This is an optimization exercise on Yosys and OpenROAD, whose aim is small area and a short achievable clock period, not a production implementation. The RTL was checked by simulation tests, not by an equivalence proof against the original design. No activity file was given, so power comes from the tool's default toggle rates.

// signedMultiplier
module signedMultiplier
(
	input  logic          clk,
	input  logic          arstN,
	input  mulPkg::operandPairT   operands,
	output mulPkg::productResultT result
);
export LEC_CHECK = 0
export CAP_MARGIN = 20
export CORE_MARGIN = 2
export CORE_UTILIZATION = 55
export CTS_CLUSTER_DIAMETER = 100
export CTS_CLUSTER_SIZE = 30
export SETUP_SLACK_MARGIN = 1.9
export SLEW_MARGIN = 20
export SYNTH_HIERARCHICAL = 1
create_clock -name core_clock -period 4.0 [get_ports {clk}]
run.sh (not shown) runs the stock make flow with config.mk's settings and CLKGATE_MAP_FILE= SYNTH_SCRIPT=/design/flow/synth_recipe.tcl, a recipe that flattens the netlist after the stock synthesis.
Edit:
--- a/flow/config.mk
+++ b/flow/config.mk
@@ -10,5 +10,5 @@
 export CORE_UTILIZATION = 55
-export CTS_CLUSTER_DIAMETER = 100
-export CTS_CLUSTER_SIZE = 30
-export SETUP_SLACK_MARGIN = 1.9
+export CTS_CLUSTER_DIAMETER = 90
+export CTS_CLUSTER_SIZE = 25
+export SETUP_SLACK_MARGIN = 2.0
 export SLEW_MARGIN = 20
Result: Synthesized area does not change; setup slack is better by 0.14 ns; count of clock-buffer cells in the layout went up by 3; global-route usage is about the same.
Edit:
--- a/flow/config.mk
+++ b/flow/config.mk
@@ -9,5 +9,5 @@
 export CORE_MARGIN = 2
-export CORE_UTILIZATION = 55
-export CTS_CLUSTER_DIAMETER = 90
-export CTS_CLUSTER_SIZE = 25
+export CORE_UTILIZATION = 40
+export CTS_CLUSTER_DIAMETER = 100
+export CTS_CLUSTER_SIZE = 30
 export SETUP_SLACK_MARGIN = 2.0
=>
- wire length climbs by 1.1%
- power drops by 2.3%
- area after synthesis is unchanged
- sequential power stays flat
- die area grows by 37%
- synthesized cell count is unchanged
- final area is about the same
- sequential share of layout area barely changes
- via count hardly moves
- combinational power drops by 4.3%


signedMultiplier, a different RTL version from the one above (not shown whole).
Size: ~1900 cells after synthesis, roughly 470 flip-flops, ~0.023 sq mm of cells after synthesis.
Settings: LEC_CHECK=0, CAP_MARGIN=20, CORE_MARGIN=2, CORE_UTILIZATION=40, CTS_CLUSTER_DIAMETER=100, CTS_CLUSTER_SIZE=30, SETUP_SLACK_MARGIN=1.8, SLEW_MARGIN=20, SYNTH_HIERARCHICAL=1; clock period 4.0 ns.
Edit:
--- a/flow/config.mk
+++ b/flow/config.mk
@@ -12,0 +13 @@
+export PLACE_DENSITY = 0.7
Effect: The new run completed with no timing, DRC or antenna violations; power increases by 1.2%; register-to-register slack degrades by 0.04 ns; worst setup slack is worse by 0.041 ns; non-clock buffer count came out lower by 6; clock-buffer cell count is unchanged; sequential cell count is unchanged; routed wire length falls by 1.1%; fmax is lower by 1.9%; utilization goes up by 0.14 points.


RTL: one of the versions met above, not the one the previous note started from.
Size: about 100 I/O pins, roughly 24000 sq um of cells after synthesis.
export LEC_CHECK = 0
export CAP_MARGIN = 20
export CORE_MARGIN = 2
export CORE_UTILIZATION = 55
export CTS_CLUSTER_DIAMETER = 100
export CTS_CLUSTER_SIZE = 30
export SETUP_SLACK_MARGIN = 2.05
export SLEW_MARGIN = 20
export SYNTH_HIERARCHICAL = 1
create_clock -name core_clock -period 4.0 [get_ports {clk}]
The first run completed with no timing, DRC or antenna violations.
Then changed:
SETUP_SLACK_MARGIN = 2.0   (was 2.05)
Power is lower by 0.41%; design area is lower by 0.96%; routed wire length is lower by 1.3%; sequential cell count does not change; register-to-register slack gains 70 ps; clock-buffer cell count is unchanged; worst setup slack gains 70 ps; critical path depth is lower by 1.
Then changed:
CORE_UTILIZATION = 70   (was 55)
After rerunning: The changed run produced a clean layout. Synthesized cell count is unchanged. Core utilization climbs by 15 points. Final cell count drops by a few percent. Clock-buffer cell count drops by 1. Worst hold slack gains 18 ps. Fmax hardly moves. Setup slack loses 3.2 ps.
Then changed:
CORE_UTILIZATION = 55   (was 70)
SETUP_SLACK_MARGIN = 2.1   (was 2.0)
The new run finished with timing, DRC and antenna clean.
Clock skew goes up by 4.0 ps.
First-iteration DRC count fell by 9.3%.
Power rose by 2.1%.
Synthesized area does not change.
Register-to-register slack hardly moves.
Setup slack got worse by 10 ps.
Die area climbs by about 27%.
Sequential power stays flat.
Wire length goes up by 6.6%.
Utilization drops by 13 points.
Then changed:
CORE_UTILIZATION = 70   (was 55)
CTS_CLUSTER_DIAMETER = 90   (was 100)
CTS_CLUSTER_SIZE = 25   (was 30)
SETUP_SLACK_MARGIN = 2.0   (was 2.1)
Effect: The changed run ran to the end with no violations; final area goes down by 4.9%; utilization goes up by 13 points; total power goes down by 2.1%; via count goes up by 0.57%; critical path depth is unchanged; count of clock-buffer cells in the layout does not change; global-route usage goes up by 5.4 points.
Then changed:
==> flow/flow/run.sh (new file) <==
#!/bin/bash
# The standard layout (standard.sh), with plain buffers instead of delay
# cells on the ports; the whole ORFS run is logged to standard_flow.log.
set -euo pipefail
export BUFFER_PORTS_ARGS="-buffer_cell sky130_fd_sc_hd__buf_2"
bash standard.sh > standard_flow.log 2>&1
==> flow/standard.sh (new file) <==
#!/bin/bash
# synth_recipe.tcl (not shown) runs the flow's synth.tcl, then flattens the netlist and writes it again
# the make line also repeats each setting of config.mk as NAME=value (left out here)
make -C /OpenROAD-flow-scripts/flow DESIGN_CONFIG=/design/flow/config.mk WORK_HOME=/design/flow/orfs CLKGATE_MAP_FILE= SYNTH_SCRIPT=/design/flow/synth_recipe.tcl "${@:-finish}"
CORE_UTILIZATION = 55   (was 70)
HOLD_SLACK_MARGIN = 0.1   (was unset)
removed: flow/run.sh
After rerunning: Core utilization goes down by 16 points; wire length goes up by a few percent; power stays flat; register-to-register slack barely changes; hold slack is worse by 13 ps; die area goes up by a quarter to a third; synthesized cell count does not change; sequential power stays flat; clock skew goes down by 4.4 ps; global-route usage goes down by 5.6 points; cell area barely changes.


signedMultiplier with an RTL version that a note above also has.
Size: ~1900 cells after synthesis, roughly 470 flip-flops, roughly 100 I/O pins, ~0.023 mm2 of cells after synthesis.
export LEC_CHECK = 0
export CAP_MARGIN = 20
export CORE_MARGIN = 2
export CORE_UTILIZATION = 75
export CTS_CLUSTER_DIAMETER = 100
export CTS_CLUSTER_SIZE = 30
export SETUP_SLACK_MARGIN = 1.8
export SLEW_MARGIN = 20
export SYNTH_HIERARCHICAL = 1
create_clock -name core_clock -period 4.0 [get_ports {clk}]
Stock flow here: none of the scripts above is used.
Then changed:
==> flow/flow/run.sh (new file) <==
#!/bin/bash
set -e
export BUFFER_PORTS_ARGS="-buffer_cell sky130_fd_sc_hd__buf_2"
bash standard.sh > standard_flow.log 2>&1
==> flow/standard.sh (new file) <==
#!/bin/bash
# synth_recipe.tcl (not shown) runs the flow's synth.tcl, then flattens the netlist and writes it again
# the make line also repeats each setting of config.mk as NAME=value (left out here)
make -C /OpenROAD-flow-scripts/flow DESIGN_CONFIG=/design/flow/config.mk WORK_HOME=/design/flow/orfs CLKGATE_MAP_FILE= SYNTH_SCRIPT=/design/flow/synth_recipe.tcl "${@:-finish}"
--- a/flow/config.mk
+++ b/flow/config.mk
@@ -8,5 +8,5 @@
 export CAP_MARGIN = 20
 export CORE_MARGIN = 2
-export CORE_UTILIZATION = 75
+export CORE_UTILIZATION = 40
 export CTS_CLUSTER_DIAMETER = 100
 export CTS_CLUSTER_SIZE = 30
removed: flow/run.sh
- hold slack is worse by 0.30 ns
- final area climbs by 1.0%
- setup slack degrades by 0.017 ns
- area after synthesis is unchanged


Another version of the RTL of signedMultiplier (not shown whole).
Size in the first run: about 1900 cells after synthesis, ~460 flip-flops, roughly 100 I/O pins.
Settings: LEC_CHECK=0, CAP_MARGIN=20, CORE_MARGIN=2, CORE_UTILIZATION=40, CTS_CLUSTER_DIAMETER=100, CTS_CLUSTER_SIZE=30, PLACE_DENSITY=0.75, SETUP_SLACK_MARGIN=1.8, SLEW_MARGIN=20, SYNTH_HIERARCHICAL=1; clock period 4.0 ns.
Stock flow here: none of the scripts above is used.
Then changed:
CTS_CLUSTER_DIAMETER = not set   (was 100)
CTS_CLUSTER_SIZE = not set   (was 30)
PLACE_DENSITY = not set   (was 0.75)
SETUP_SLACK_MARGIN = 1.9   (was 1.8)
Die area is unchanged.
Final area went up by roughly a tenth.
Hold slack is better by 0.011 ns.
Utilization rose by 5.0 points.
Sequential share of layout area falls by 3.7 points.
Sequential cell count does not change.
Via count came out higher by a few percent.
Combinational power climbs by roughly a tenth.
Setup slack is worse by 0.029 ns.
Wire length climbs by roughly a tenth.
Synthesized area is unchanged.


signedMultiplier again, from the RTL that the note above started with.
Settings: LEC_CHECK=0, CAP_MARGIN=20, CORE_MARGIN=2, CORE_UTILIZATION=40, CTS_CLUSTER_DIAMETER=100, CTS_CLUSTER_SIZE=30, SETUP_SLACK_MARGIN=1.8, SLEW_MARGIN=20, SYNTH_HIERARCHICAL=1; clock period 4.0 ns.
Rerun with:
- CTS_CLUSTER_DIAMETER: 100 -> unset
- CTS_CLUSTER_SIZE: 30 -> unset
- SETUP_SLACK_MARGIN: 1.8 -> 1.75
Result: Cell count rose by about 1.2%; final area rises by 2.1%; fmax is lower by about 1.5%; sequential share of layout area drops by 0.79 points; sequential power barely changes; die area is unchanged.
Rerun with:
- SETUP_SLACK_MARGIN: 1.75 -> 2.0
Effect: The new run completed with no timing, DRC or antenna violations. Total power climbs by roughly a tenth. Clock-buffer cell count climbs by 6. Via count climbs by roughly a tenth. Cell area climbs by about a fifth.


JK:
Starting RTL as in the previous note.
Settings: LEC_CHECK=0, CAP_MARGIN=20, CORE_MARGIN=2, CORE_UTILIZATION=40, CTS_CLUSTER_DIAMETER=80, CTS_CLUSTER_SIZE=24, PLACE_DENSITY=0.75, SETUP_SLACK_MARGIN=1.8, SLEW_MARGIN=20, SYNTH_HIERARCHICAL=1; clock period 4.0 ns.
JK: done, clean on timing, DRC and antenna
Input changes introduced in MS (baseline for comparison: JK):
-- flow/config.mk --
<<< JK, line 10
export CORE_UTILIZATION = 40
export CTS_CLUSTER_DIAMETER = 80
export CTS_CLUSTER_SIZE = 24
export PLACE_DENSITY = 0.75
export SETUP_SLACK_MARGIN = 1.8
>>> MS, line 10
export CORE_UTILIZATION = 60
export CTS_BUF_LIST = sky130_fd_sc_hd__clkbuf_4 sky130_fd_sc_hd__clkbuf_8
export SETUP_SLACK_MARGIN = 1.75
Results
- Relative area of clock buffers and inverters in the final design: MS higher than JK
- The sequential power of JK and that of MS are within noise of each other.
- Taking JK as the reference point, the number of well taps of MS falls by about 33%.
- Compared MS vs JK, and reported leakage power is up in MS.
- MS has met2 global-route usage above what JK had.
- Route | MS vs JK | wire shorter in MS
- Taking JK as the reference, in MS routed wirelength normalized by instance count grew by about 1.5%, total number of sequential cells neither gained nor lost much, final cell count -6.1%, sequential cell area share has decreased.

==> separate check: timing with driven ports <==
How much do the figures lean on ideal ports? The routed layouts below were timed once more, with nothing changed but the port constraints. Step 1: set_driving_cell puts a clkbuf_16 on clk and a buf_2 on each other input, an assumption about the parent block. Step 2, shift: input delay + t, output delay - t, t = (earliest + latest rising clock arrival at the registers) / 2. This alone moves slack from input paths to output paths. a / b / c = ideal ports / drivers / drivers and shift; a / b = the first two.
run | shift t [ns] | setup slack, ns | hold slack, ns | worst setup path at the end | slew at the worst register clock pin (ns) | cell pins on the clock port's net
the first run of note 1 | 0.625 | 1.894 / 1.894 / 1.846 | 0.329 / 0.329 / 0.329 | input to register | 0.11 / 0.11 | 1
the second run of note 1 | 0.642 | 2.030 / 1.978 / 1.847 | 0.329 / 0.329 / 0.329 | input to register | 0.10 / 0.10 | 1
the third run of note 1 | 0.637 | 1.982 / 1.982 / 1.796 | 0.324 / 0.324 / 0.324 | input to register | 0.12 / 0.12 | 1
the first run of note 2 | 0.628 | 1.845 / 1.845 / 1.845 | 0.333 / 0.333 / 0.333 | register to register | 0.12 / 0.12 | 1
the second run of note 2 | 0.635 | 1.804 / 1.804 / 1.804 | 0.315 / 0.315 / 0.315 | register to register | 0.11 / 0.11 | 1
the first run of note 3 | 0.629 | 1.940 / 1.940 / 1.846 | 0.311 / 0.311 / 0.311 | input to register | 0.12 / 0.12 | 1
the second run of note 3 | 0.627 | 2.010 / 1.986 / 1.837 | 0.311 / 0.311 / 0.311 | input to register | 0.12 / 0.12 | 1
the third run of note 3 | 0.609 | 2.007 / 1.984 / 1.814 | 0.329 / 0.329 / 0.329 | input to register | 0.12 / 0.12 | 1
the fourth run of note 3 | 0.637 | 1.997 / 1.997 / 1.777 | 0.324 / 0.324 / 0.324 | input to register | 0.12 / 0.12 | 1
the fifth run of note 3 | 0.614 | 2.004 / 1.984 / 1.812 | 0.327 / 0.327 / 0.327 | input to register | 0.10 / 0.10 | 1
the sixth run of note 3 | 0.654 | 2.007 / 2.007 / 2.007 | 0.314 / 0.277 / 0.321 | register to register | 0.10 / 0.10 | 1
the first run of note 4 | 0.589 | 1.834 / 1.834 / 1.834 | 0.331 / 0.331 / 0.331 | register to register | 0.11 / 0.11 | 1
the second run of note 4 | 0.617 | 1.817 / 1.817 / 1.817 | 0.034 / -0.001 / 0.329 | register to register | 0.12 / 0.12 | 1
the first run of note 5 | 0.617 | 1.832 / 1.832 / 1.832 | 0.311 / 0.311 / 0.311 | register to register | 0.12 / 0.12 | 1
the second run of note 5 | 0.651 | 1.803 / 1.803 / 1.803 | 0.322 / 0.322 / 0.322 | register to register | 0.07 / 0.07 | 1
the first run of note 6 | 0.633 | 1.824 / 1.824 / 1.824 | 0.331 / 0.331 / 0.331 | register to register | 0.11 / 0.11 | 1
the second run of note 6 | 0.637 | 1.791 / 1.732 / 1.797 | 0.319 / 0.319 / 0.319 | register to register | 0.06 / 0.06 | 1
the third run of note 6 | 0.657 | 1.777 / 1.777 / 1.777 | 0.320 / 0.320 / 0.320 | register to register | 0.07 / 0.07 | 1
JK | 0.642 | 1.832 / 1.832 / 1.832 | 0.329 / 0.329 / 0.329 | register to register | 0.09 / 0.09 | 1
MS | 0.682 | 1.725 / 1.725 / 1.725 | 0.320 / 0.320 / 0.320 | register to register | 0.07 / 0.07 | 1
After both steps every run listed still meets setup and hold. The setup slack of the fourth run of note 3, which loses most, moves by 0.000 ns with the drivers and by -0.220 ns with both steps.
